Background: an optimization exercise with open tools, aiming at small area, a short achievable clock period and few clock cycles per item. Do not read the settings as production practice.
Only simulation tests tie the RTL to the original design; equivalence was not proved.
Power figures rest on the tool's default switching activity, not on a simulated workload.

## flow/run.sh

```bash
#!/bin/bash
# synth_recipe.tcl (not shown) runs the flow's synth.tcl, then flattens the netlist and writes it again
# the make line also repeats each setting of config.mk as NAME=value (left out here)
make -C /OpenROAD-flow-scripts/flow DESIGN_CONFIG=/design/flow/config.mk WORK_HOME=/design/flow/orfs CLKGATE_MAP_FILE= SYNTH_SCRIPT=/design/flow/synth_recipe.tcl finish
```

## flow/config.mk

```make
export PLATFORM = sky130hd
export DESIGN_NAME = muldiv_unit
export DESIGN_NICKNAME = muldiv_unit
export VERILOG_FILES = /design/flow/design.v
export SDC_FILE = /design/flow/constraint.sdc
export NUM_CORES = 4
export LEC_CHECK = 0
export CAP_MARGIN = 20
export CORE_MARGIN = 2
export CORE_UTILIZATION = 40
export SETUP_SLACK_MARGIN = 0.5
export SLEW_MARGIN = 20
```

## flow/constraint.sdc

```tcl
create_clock -name core_clock -period 5.0 [get_ports {clk}]
set_input_delay 1.0000 -clock core_clock [delete_from_list [all_inputs] [get_ports {clk}]]
set_output_delay 1.0000 -clock core_clock [all_outputs]
set_load 0.01 [all_outputs]
```

## flow/design.v

```verilog
`default_nettype none
package rv_m_pkg;
    localparam int unsigned xlen = 32;
    typedef enum logic [2:0] {
        op_mul    = 3'd0,   
        op_mulh   = 3'd1,   
        op_mulhsu = 3'd2,   
        op_mulhu  = 3'd3,   
        op_div    = 3'd4,
        op_divu   = 3'd5,
        op_rem    = 3'd6,
        op_remu   = 3'd7
    } muldiv_op_e;
    localparam int unsigned op_div_bit = 2;
endpackage
`default_nettype wire
`default_nettype none
package muldiv_pkg;
    typedef struct packed {
        logic [2:0]                   op;   
        logic [31:0]                  a;
        logic [31:0]                  b;
    } muldiv_req_t;
    typedef struct packed {
        logic [31:0]                  quotient;
        logic [31:0]                  remainder;
    } div_result_t;
    localparam int unsigned div_iterations = 32;
    localparam int unsigned mul_iterations = 32;
    typedef enum logic [1:0] {
        div_idle, div_init, div_divide, div_finish
    } div_state_e;
    typedef enum logic [1:0] {
        mul_idle, mul_run, mul_finish
    } mul_state_e;
    typedef enum logic [1:0] {
        seq_idle, seq_mul, seq_div
    } seq_state_e;
endpackage
`default_nettype wire
`timescale 1ns/1ps
`default_nettype none
module muldiv_unit (
    input  logic                           clk,
    input  logic                           reset,
    input  logic                           req,
    input  muldiv_pkg::muldiv_req_t        req_data,
    output logic                           busy,
    output logic                           result_valid,
    output logic [rv_m_pkg::xlen-1:0]      result
);
    function automatic logic [5:0] bitlen(input logic [31:0] v);
        logic [15:0] v16;
        logic [7:0]  v8;
        logic [3:0]  v4;
        logic [1:0]  v2;
        logic        z16, z8, z4, z2, z1;
        z16 = ~|v[31:16];
        v16 = z16 ? v[15:0] : v[31:16];
        z8  = ~|v16[15:8];
        v8  = z8 ? v16[7:0] : v16[15:8];
        z4  = ~|v8[7:4];
        v4  = z4 ? v8[3:0] : v8[7:4];
        z2  = ~|v4[3:2];
        v2  = z2 ? v4[1:0] : v4[3:2];
        z1  = ~v2[1];
        if (v == 32'b0)
            bitlen = 6'd0;
        else
            bitlen = 6'd32 - {1'b0, z16, z8, z4, z2, z1};
    endfunction
    logic s_idle, s_mstep, s_mfin, s_div1, s_dstep, s_dfin;
    logic [32:0]  x;        
    logic [31:0]  q;        
    logic [32:0]  d;        
    logic [4:0]   cnt;      
    logic [5:0]   la, lb;   
    logic         swp;      
    logic         first;    
    logic [2:0]   op;
    logic         a_neg;    
    logic         bz;       
    logic         bth_one, bth_two, bth_neg;   
    logic         rv;
    logic [2:0]   r_op;
    logic [31:0]  r_a, r_b, r_as, r_bs;
    logic         r_div, r_a_signed, r_b_signed, r_swap;
    logic [7:0]   ta, tb;
    assign r_op = req_data.op;
    assign r_a  = req_data.a;
    assign r_b  = req_data.b;
    assign r_div      = r_op[2];
    assign r_a_signed = !(r_op[0] && (r_op[1] || r_op[2]));       
    assign r_b_signed = (r_op == 3'd0) || (r_op == 3'd1) || (r_op == 3'd4) || (r_op == 3'd6);
    assign r_as = r_a ^ {32{r_a_signed & r_a[31]}};
    assign r_bs = r_b ^ {32{r_b_signed & r_b[31]}};
    always_comb begin
        for (int i = 0; i < 8; i++) begin
            ta[i] = |(r_as >> (4 * i));
            tb[i] = |(r_bs >> (4 * i));
        end
    end
    assign r_swap = !r_div && |(ta & ~tb);
    logic        is_rem, mul_lo, q_neg;
    logic [6:0]  kdiff;
    logic [4:0]  k;
    logic        triv;
    logic [5:0]  lm;
    logic [4:0]  mtgt;      
    logic        madd;      
    logic        m_last, d_last, fix;
    logic        finishing, accept;
    assign is_rem = op[1];
    assign mul_lo = (op[1:0] == 2'd0);
    assign q_neg  = a_neg ^ d[32];
    assign kdiff  = {1'b0, la} - {1'b0, lb} + {6'b0, a_neg & !d[32]};
    assign k      = kdiff[4:0];
    assign triv   = bz || kdiff[6];
    assign lm     = swp ? lb : la;
    assign madd   = lm[5];
    assign mtgt   = madd ? 5'd15 : lm[5:1];
    assign m_last = (cnt == mtgt);
    assign d_last = (cnt == 5'd0);
    assign fix    = is_rem && x[32] && a_neg;      
    assign finishing = s_mfin || (s_div1 && triv) || (s_dstep && d_last && !is_rem && !q_neg)
                       || (s_dfin && !fix);
    assign busy   = !(s_idle || finishing);
    assign accept = req && !busy;
    logic [34:0] add_a, add_b, sum, dx;
    logic        ax, aq, ainv, bone, btwo, binv, cin;
    assign dx = {{2{d[32]}}, d};
    always_comb begin
        ax = 1'b0; aq = 1'b0; ainv = 1'b0;
        bone = 1'b0; btwo = 1'b0; binv = 1'b0; cin = 1'b0;
        if (s_mstep) begin
            ax = !first;
            bone = bth_one; btwo = bth_two; binv = bth_neg; cin = bth_neg;
        end
        if (s_mfin) begin                    
            ax = 1'b1; bone = 1'b1;
        end
        if (s_div1) begin                    
            ax = 1'b1; ainv = a_neg; cin = a_neg;
        end
        if (s_dstep) begin                   
            ax = 1'b1; bone = 1'b1;
            binv = !x[32] ^ d[32]; cin = !x[32] ^ d[32];
        end
        if (s_dfin) begin
            if (!is_rem) begin               
                aq = 1'b1; ainv = 1'b1; cin = 1'b1;
            end else if (x[32]) begin        
                ax = 1'b1; bone = 1'b1; binv = d[32]; cin = d[32];
            end else begin                   
                ax = 1'b1; ainv = a_neg; cin = a_neg;
            end
        end
    end
    assign add_a = (({{2{x[32]}}, x} & {35{ax}}) | ({3'b0, q} & {35{aq}})) ^ {35{ainv}};
    assign add_b = (({35{bone}} & dx) | ({35{btwo}} & {dx[33:0], 1'b0})) ^ {35{binv}};
    assign sum   = add_a + add_b + {34'b0, cin};
    logic [31:0] fh, fl;
    logic [4:0]  fs;
    logic [94:0] fsh;
    logic [32:0] fun;
    always_comb begin
        if (s_div1) begin
            fh = {d[32], d[32:2]};
            fl = {d[1:0], 30'b0};
            fs = k;
        end else if (mul_lo) begin
            fh = x[31:0];
            fl = q;
            fs = {mtgt[3:0], 1'b0};
        end else begin
            fh = {32{x[31]}};
            fl = x[31:0];
            fs = {mtgt[3:0], 1'b0};
        end
    end
    assign fsh = {31'b0, fh, fl} << fs;
    assign fun = fsh[62:30];
    always_ff @(posedge clk) begin
        if (reset) begin
            s_idle  <= 1'b1;
            s_mstep <= 1'b0;
            s_mfin  <= 1'b0;
            s_div1  <= 1'b0;
            s_dstep <= 1'b0;
            s_dfin  <= 1'b0;
            rv      <= 1'b0;
        end else begin
            rv      <= finishing;
            s_idle  <= !accept && (s_idle || finishing);
            s_mstep <= accept ? !r_div : (s_mstep && !m_last);
            s_mfin  <= !accept && s_mstep && m_last;
            s_div1  <= accept && r_div;
            s_dstep <= !accept && ((s_div1 && !triv) || (s_dstep && !d_last));
            s_dfin  <= !accept && ((s_dstep && d_last && !finishing) || (s_dfin && fix));
        end
    end
    always_ff @(posedge clk) begin
        if (accept) begin
            x       <= r_swap ? {r_b_signed & r_b[31], r_b} : {r_a_signed & r_a[31], r_a};
            d       <= r_swap ? {r_a_signed & r_a[31], r_a} : {r_b_signed & r_b[31], r_b};
            op      <= r_op;
            swp     <= r_swap;
            first   <= 1'b1;
            a_neg   <= r_div & r_a_signed & r_a[31];
            bz      <= (r_b == 32'b0);
            la      <= bitlen(r_as);
            lb      <= bitlen(r_bs);
            cnt     <= 5'd0;
            bth_one <= r_swap ? r_b[0] : r_a[0];
            bth_two <= r_swap ? (r_b[1] & !r_b[0]) : (r_a[1] & !r_a[0]);
            bth_neg <= r_swap ? r_b[1] : r_a[1];
        end else begin
            if (s_mstep) begin
                x     <= sum[34:2];
                first <= 1'b0;
                cnt   <= cnt + 5'd1;
                begin : booth_next
                    logic [2:0] t;
                    t = first ? x[3:1] : q[3:1];
                    bth_one <= t[1] ^ t[0];
                    bth_two <= (t == 3'b011) || (t == 3'b100);
                    bth_neg <= t[2];
                end
            end
            if (s_div1) begin
                x   <= sum[32:0];
                d   <= fun;
                cnt <= k;
            end
            if (s_dstep) begin
                x   <= sum[32:0];
                cnt <= cnt - 5'd1;
                if (!d_last)
                    d <= {d[32], d[32:1]};
            end
            if (s_dfin)
                x <= sum[32:0];
        end
        if (s_mstep) q <= {sum[1:0], first ? x[31:2] : q[31:2]};
        if (s_mfin)  q <= madd ? sum[31:0] : fun[31:0];
        if (s_div1)  q <= !triv ? 32'b0 : is_rem ? x[31:0] : {32{bz}};
        if (s_dstep) q <= {q[30:0], !sum[32]};
        if (s_dfin)  q <= sum[31:0];
    end
    assign result_valid = rv;
    assign result       = q;
endmodule
`default_nettype wire
```

==> results of run 1 <==
[area by class of cell]
cell class,count,share of cell area [%]
Multi-Input combinational cell,1775,63.5
Sequential cell,131,17.0
Timing Repair Buffer,288,12.6
Tap cell,539,3.28
Clock buffer,20,2.17
Inverter,49,0.926
Clock inverter,11,0.548
[worst max-delay path by stage]
stage,to,cells after the start,slack [ns],start
4_1_cts,busy,14,0.46,d[32]
6_report,x[29],16,0.59,op[1]
3_5_place_dp,x[31],17,-0.03,op[1]
5_1_grt,x[31],18,0.40,s_dstep
2_1_floorplan,x[32],20,0.49,op[1]
3_3_place_gp,x[31],17,-0.06,op[1]
[layer usage]
metal,vias to the layer above,global-route usage (%),wire length [um]
met2,1445,54.3,35600
met4,2,21.3,5620
li1,8444,-,-
met1,9343,52.8,35700
met3,328,11.7,11600
met5,-,1.56,91
[metrics by stage]
step                hold WS [ns]  cell area (um^2)
floorplan                  0.486             17200
global placement           0.482             19400
detailed placement         0.484             19400
CTS                        0.501             20100
global route               0.562             20500
finish                     0.536             20500
[report_power, final]
group	leakage [uW]	switching, uW	internal (uW)	total (uW)
clock network	0.000264	516	736	1250
logic	0.00683	1960	1280	3230
registers	0.00121	432	1370	1800
[cell usage after synthesis (12+ instances only)]
library cell    n  area (um^2)
a211o_1        21          184
a211oi_1       93          698
a21o_1         28          210
a21oi_1       231         1160
a22oi_1        73          548
a31oi_1        20          125
and3_1         17          106
buf_1          20         75.1
buf_2          28          140
clkbuf_1      132          495
dfxtp_1        45          901
edfxtp_1       86         2580
ha_1           50          626
inv_1          47          176
mux2_2         43          484
mux2i_1       284         2840
nand2_1       114          428
nand2b_1       26          163
nand3_1        32          160
nand4_1        23          144
nor2_1        130          488
nor2b_1        12         75.1
nor3_1         51          255
nor4_1         21          131
o211ai_1       17          128
o21ai_0       141          706
o22ai_1        41          257
or3_1          17          106
xnor2_1        99          867
xor2_1         19          166
[registers in the layout, summed over array words and instances, names as in the netlist, 2 cells and up]
name  flops
d        33
x        33
q        32
la        6
lb        6
cnt       5
op        2
[worst max-delay path: stages (launching register included)]
cell and delay [ns]:
edfxtp_1 0.41, buf_4 0.18, a221o_1 0.37, buf_4 0.22, buf_4 0.22, a22oi_2 0.21, xnor2_1 0.11, ha_1 0.41
and4_2 0.31, nand3_1 0.09, o211ai_1 0.32, a31oi_1 0.13, buf_4 0.16, o21ai_1 0.30, xor2_1 0.44, a21oi_1 0.15
a22oi_1 0.20
[what timing repair did]
item,CTS,global route
gates resized for setup,19,54
hold buffers,0,0
endpoints found under the hold margin,0,0
setup buffers,6,23
pin swaps,4,13
setup endpoints to repair,98,99
gates cloned,0,2
[cell families (layout without fill, tap and decap cells)]
| group | count (synthesis) | in the layout | synth area share (%) |
|---|---|---|---|
| compound gates | 780 | 781 | 29.4 |
| simple gates | 489 | 489 | 14.2 |
| mux | 334 | 334 | 20.2 |
| buf+inv | 241 | 368 | 5.96 |
| flops | 131 | 131 | 20.3 |
| xor+xnor | 118 | 118 | 6.02 |
| fa+ha+maj | 53 | 53 | 3.99 |
==> metrics.csv, run 1 <==
metric,value,unit
syn_inst,2146,
start_util,40.8,%
synth_edf_count,86,
ys_ff_latch,131,
place_inst,2750,
die_area,44600,um^2
dp_hpwl,67300,um
tns,0,ns
via_per_inst,6.95,
cts_buffers,17,
dr.pass1.iters,9,
required,5.29,ns
syn_area,17200,um^2
clock_path_buffers,2,
area_growth,19.6,%
dpl_worst_slack,-0.0297,ns
seq_area_frac_synth,20.3,%
cts_tree,built,
die_h,211,um
ant_nets,0,
drive_above_1_share,15.3,%
clk_latency,0.46,ns
drc,0,
cts_root_buf,clkbuf_16,
rsz0062_at_grt,yes,
row_count,75,
ys.flop_type,edfxtp_1,
async_flop_share,0,%
multi_input_area,13000,um^2
start_kind,register,
min_path_cells,2,
path_clk_slew,0.06,ns
drt-total-wl,88600,um
routabilityCongestion,1.06,
grt_max_degree,82,
ys_types,94,
port_buffers,103,
slew_viol_final,0,
grt-ovfl-total,0,
vias,19600,
ir_worst_vdd,211,uV
fin_cells,2813,
tightest_slew,0.985,ns
h-tree-depth,4,
crit_path_max_fanout,17,
hold_path.class,register to register,
p_total,6290,uW
nets,2385,
layout_common_cells,"mux2i_1, a21oi_1, buf_4",
skew,0.0164,ns
reg2reg_to,x[29],
die_w,211,um
min_to,first,
core_area,42100,um^2
period_minus_slack,4.41,ns
max_freq,227,MHz
fin_crit_sh,88.2,%
setup_ws,0.591,ns
ys.warnings.count,1,
final.fill_count,4160,
seqCellArea,3490,um^2
routedWlPerCell,31.5,um
grt_pass1_vias,18200,
cts.sinks,131,
status,finished clean,
hold_viol,0,
ios,104,
timing.rr.start,op[1],
setup_viol_count_final,0,
slew_headroom,34.1,%
grt_usage,38.8,%
synth_nets,2269,
endpoint_kind,register,
crit_type,register to register,
power_leakage,0.00831,uW
reg2reg_depth,16,
avgSynthCellArea,8.00,um^2
r2r_slack,0.59,ns
p_per_area,306,nW/um^2
diodes,0,
drt_iter0_drc,2891,
final_util,48.8,%
holdCritStartpoint,first,
drv_cap,0,
crit_arrival,4.70,ns
antenna_found_initial,5,
grt_pass1_wl,126000,um
final_common_cell,mux2i_1,
Testbench counts, summed over its fixed seeds: cycles 18,461, ops 2,400.
==> run 2: changes to the inputs <==
--- a/flow/config.mk
+++ b/flow/config.mk
@@ -8,5 +8,4 @@
 export CAP_MARGIN = 20
 export CORE_MARGIN = 2
 export CORE_UTILIZATION = 40
-export SETUP_SLACK_MARGIN = 0.5
 export SLEW_MARGIN = 20
==> run 2 against run 1 <==
  * Combinational power is 2% lower
  * Critical path depth is 3 higher
  * Still clean
  * Largest power group unchanged
  * Clock power is 4% higher
  * Worst setup slack worse by 0.44 ns
  * Highest routed layer unchanged
==> metrics.csv, run 2 <==
metric,value,unit
synth_nets,2269,
multi_input_area,12800,um^2
avgSynthCellArea,8.00,um^2
hold_path.class,register to register,
synthTopCellsByArea,"mux2i_1, edfxtp_1, a21oi_1, dfxtp_1, xnor2_1",
critical-path-top-delay-family,compound AO/OA/AOI/OAI gates,
port_buffers,103,
ant_nets,0,
endpoint_kind,register,
setup_ws,0.154,ns
die_area,44600,um^2
synth_edf_count,86,
syn_area,17200,um^2
yosysTopAreaCellShare,16.6,%
period_minus_slack,4.85,ns
die_h,211,um
dp_hpwl,68200,um
die_w,211,um
holdCritStartpoint,s_idle,
synth.most_common_cell,mux2i_1,
grt_pass1_wl,125000,um
row_count,75,
skew,0.0121,ns
start_util,40.8,%
crit_path_max_fanout,9,
fin_crit_sh,96.9,%
required,5.19,ns
crit_type,register to register,
seqCellArea,3490,um^2
core_area,42100,um^2
slew_viol_final,0,
h-tree-depth,4,
power_leakage,0.00808,uW
area_growth,17.1,%
ys_ff_latch,131,
ios,104,
grt_max_degree,97,
layout_common_cells,"mux2i_1, a21oi_1, buf_4",
start_kind,register,
final_common_cell,mux2i_1,
startpoint,op[1],
setup_viol_count_final,0,
ys.flop_type,edfxtp_1,
antenna_found_initial,1,
slew_headroom,33.1,%
cts_root_buf,clkbuf_16,
path_common_cell,buf_4,
top_regs,"d x33, x x33, q x32",
grt_pass1_vias,18000,
tns,0,ns
crit_arrival,5.04,ns
routedWlPerCell,31.5,um
grt-ovfl-total,0,
syn_inst,2146,
clock_path_buffers,2,
drv_cap,0,
drt-total-wl,88000,um
via_per_inst,6.88,
tightest_slew,1.00,ns
dpl_worst_slack,-0.0607,ns
post_cts_buffers,0,
crit_buf_inv,5,
ctsHoldBuffers,0,
diodes,0,
drive_above_1_share,13.0,%
async_flop_share,0,%
rsz0062_at_grt,no,
hold_ws,0.513,ns
hold_viol,0,
cts.sinks,131,
final.fill_count,4155,
seq_area_frac_synth,20.3,%
vias,19200,
routabilityCongestion,1.01,
status,finished clean,
synthTopCellsByCount,"mux2i_1, a21oi_1, o21ai_0",
timing.rr.start,op[1],
max_freq,206,MHz
ir_worst_vdd,274,uV
ys_types,94,
p_per_area,311,nW/um^2
clk_latency,0.46,ns
drt_iter0_drc,2727,
cts_buffers,17,
dr.pass1.iters,6,
crit_slowest_cell,a211oi_2,
max_stage_delay,0.49,ns
synth_top_cell_by_area,mux2i_1,
nets,2363,
ys.warnings.count,1,
cp_cell_sequence,inv_1 > nor3_1 > buf_4 > a21oi_1 > o22a_2 > buf_4 > xor2_1 > ha_1 > a211oi_2 > o21ai_1 > a21oi_1 > buf_4 > o211ai_1 > buf_4 > a221oi_1 > o21ai_0 > xor2_1 > a211oi_2 > a21oi_1,
cts_tree,built,
drc,0,
grt_usage,38.6,%
path_clk_slew,0.06,ns
## run 2: changes by cell type in the layout (fill, tap and decap cells not counted), sizes merged
cell,before,now
clkdlybuf4s50,102,103
buf,184,164
clkbuf,22,18
clkinv,7,6
inv,48,52
o21ai,147,146
## run 2: cell families after synthesis
family / count (synthesis) / share of synthesized area [%]
AOI/OAI and AO/OA: 780 / 29.4
xor gates and xnor gates: 118 / 6.02
adders and majority gates: 53 / 3.99
buffers and inverters: 241 / 5.96
DFF: 131 / 20.3
muxes: 334 / 20.2
and+or+nand+nor: 489 / 14.2
## run 2: metal layers
metal,vias to the layer above,track usage (%),part of all wire (%)
met5,-,0,0.019
met4,2,19.0,5.3
met2,1249,56.2,42
met3,225,10.6,11
li1,8417,-,-
met1,9318,52.4,42
## run 2: final timing paths
kind | to | slack [ns] | cells past startpoint
worst min register to register | s_idle | 0.51 | 2
worst max-delay path | x[21] | 0.15 | 19
worst min-delay path | s_idle | 0.51 | 2
worst max register to register | x[21] | 0.15 | 19
## run 2: timing repair
action / in CTS / in global routing
endpoints found under the hold margin: 0 / 0
endpoints found under the setup margin: 1 / 15
gates resized for setup: 1 / 12
## run 2: final cells by class
class | count | share of cell area [%]
Inverter | 49 | 0.946
Tap cell | 539 | 3.35
Clock buffer | 18 | 2.13
Timing Repair Buffer | 267 | 11.8
Multi-Input combinational cell | 1774 | 63.6
Sequential cell | 131 | 17.4
Clock inverter | 14 | 0.759
## run 2: worst register-to-register path: stages, from the launching register on
cell and delay (ns):
edfxtp_1 0.35, inv_1 0.07, nor3_1 0.33, buf_4 0.19
a21oi_1 0.04, o22a_2 0.24, buf_4 0.21, xor2_1 0.19
ha_1 0.34, a211oi_2 0.49, o21ai_1 0.22, a21oi_1 0.19
buf_4 0.17, o211ai_1 0.17, buf_4 0.19, a221oi_1 0.39
o21ai_0 0.16, xor2_1 0.23, a211oi_2 0.34, a21oi_1 0.07
## run 2: through the flow
| step | instances | cell area (um^2) | total power, uW | utilization [%] |
|---|---|---|---|---|
| after global placement | 2760 | 19500 | 4800 | 46.2 |
| final | 2792 | 20100 | 6250 | 47.7 |
| after detailed placement | 2760 | 19500 | 4800 | 46.2 |
| after floorplan | 2146 | 17200 | 3410 | - |
| after CTS | 2792 | 20100 | 6090 | 47.6 |
| after global routing | 2792 | 20100 | 6450 | 47.7 |
## run 2: power breakdown
part	switching (uW)	leakage [uW]	internal, uW
Combinational	1910	0.00659	1250
Clock	559	0.000279	739
Sequential	414	0.00121	1370
Total	2880	0.00808	3370

==> static timing again, ports no longer ideal <==
The flow's constraints put no driver on any port. The routed layouts listed below were extracted and timed again, unchanged, in two steps. Step 1 sets driving cells, clkbuf_16 on the clock port and buf_2 on the other inputs (assumed; they add their load-dependent delay and slew). Step 2 adds t to the input delays and takes it off the output delays; t is the mean of the earliest and latest rising clock arrival at the registers after step 1. Input paths then give back, and output paths get back, about the clock's delay inside the block. Three values: ideal ports, drivers, drivers and shift; two values: the first two.
run | t, ns | setup WS [ns] | worst slew at a driven data input, ns
run 1 | 0.504 | 0.591 / 0.591 / 0.155 | 0.04
run 2 | 0.503 | 0.154 / 0.154 / -0.101 | 0.05
With both steps, setup timing fails in run 2, where it was met with ideal ports. The setup slack of run 1, which loses most, moves by 0.000 ns with the drivers and by -0.436 ns with both steps.
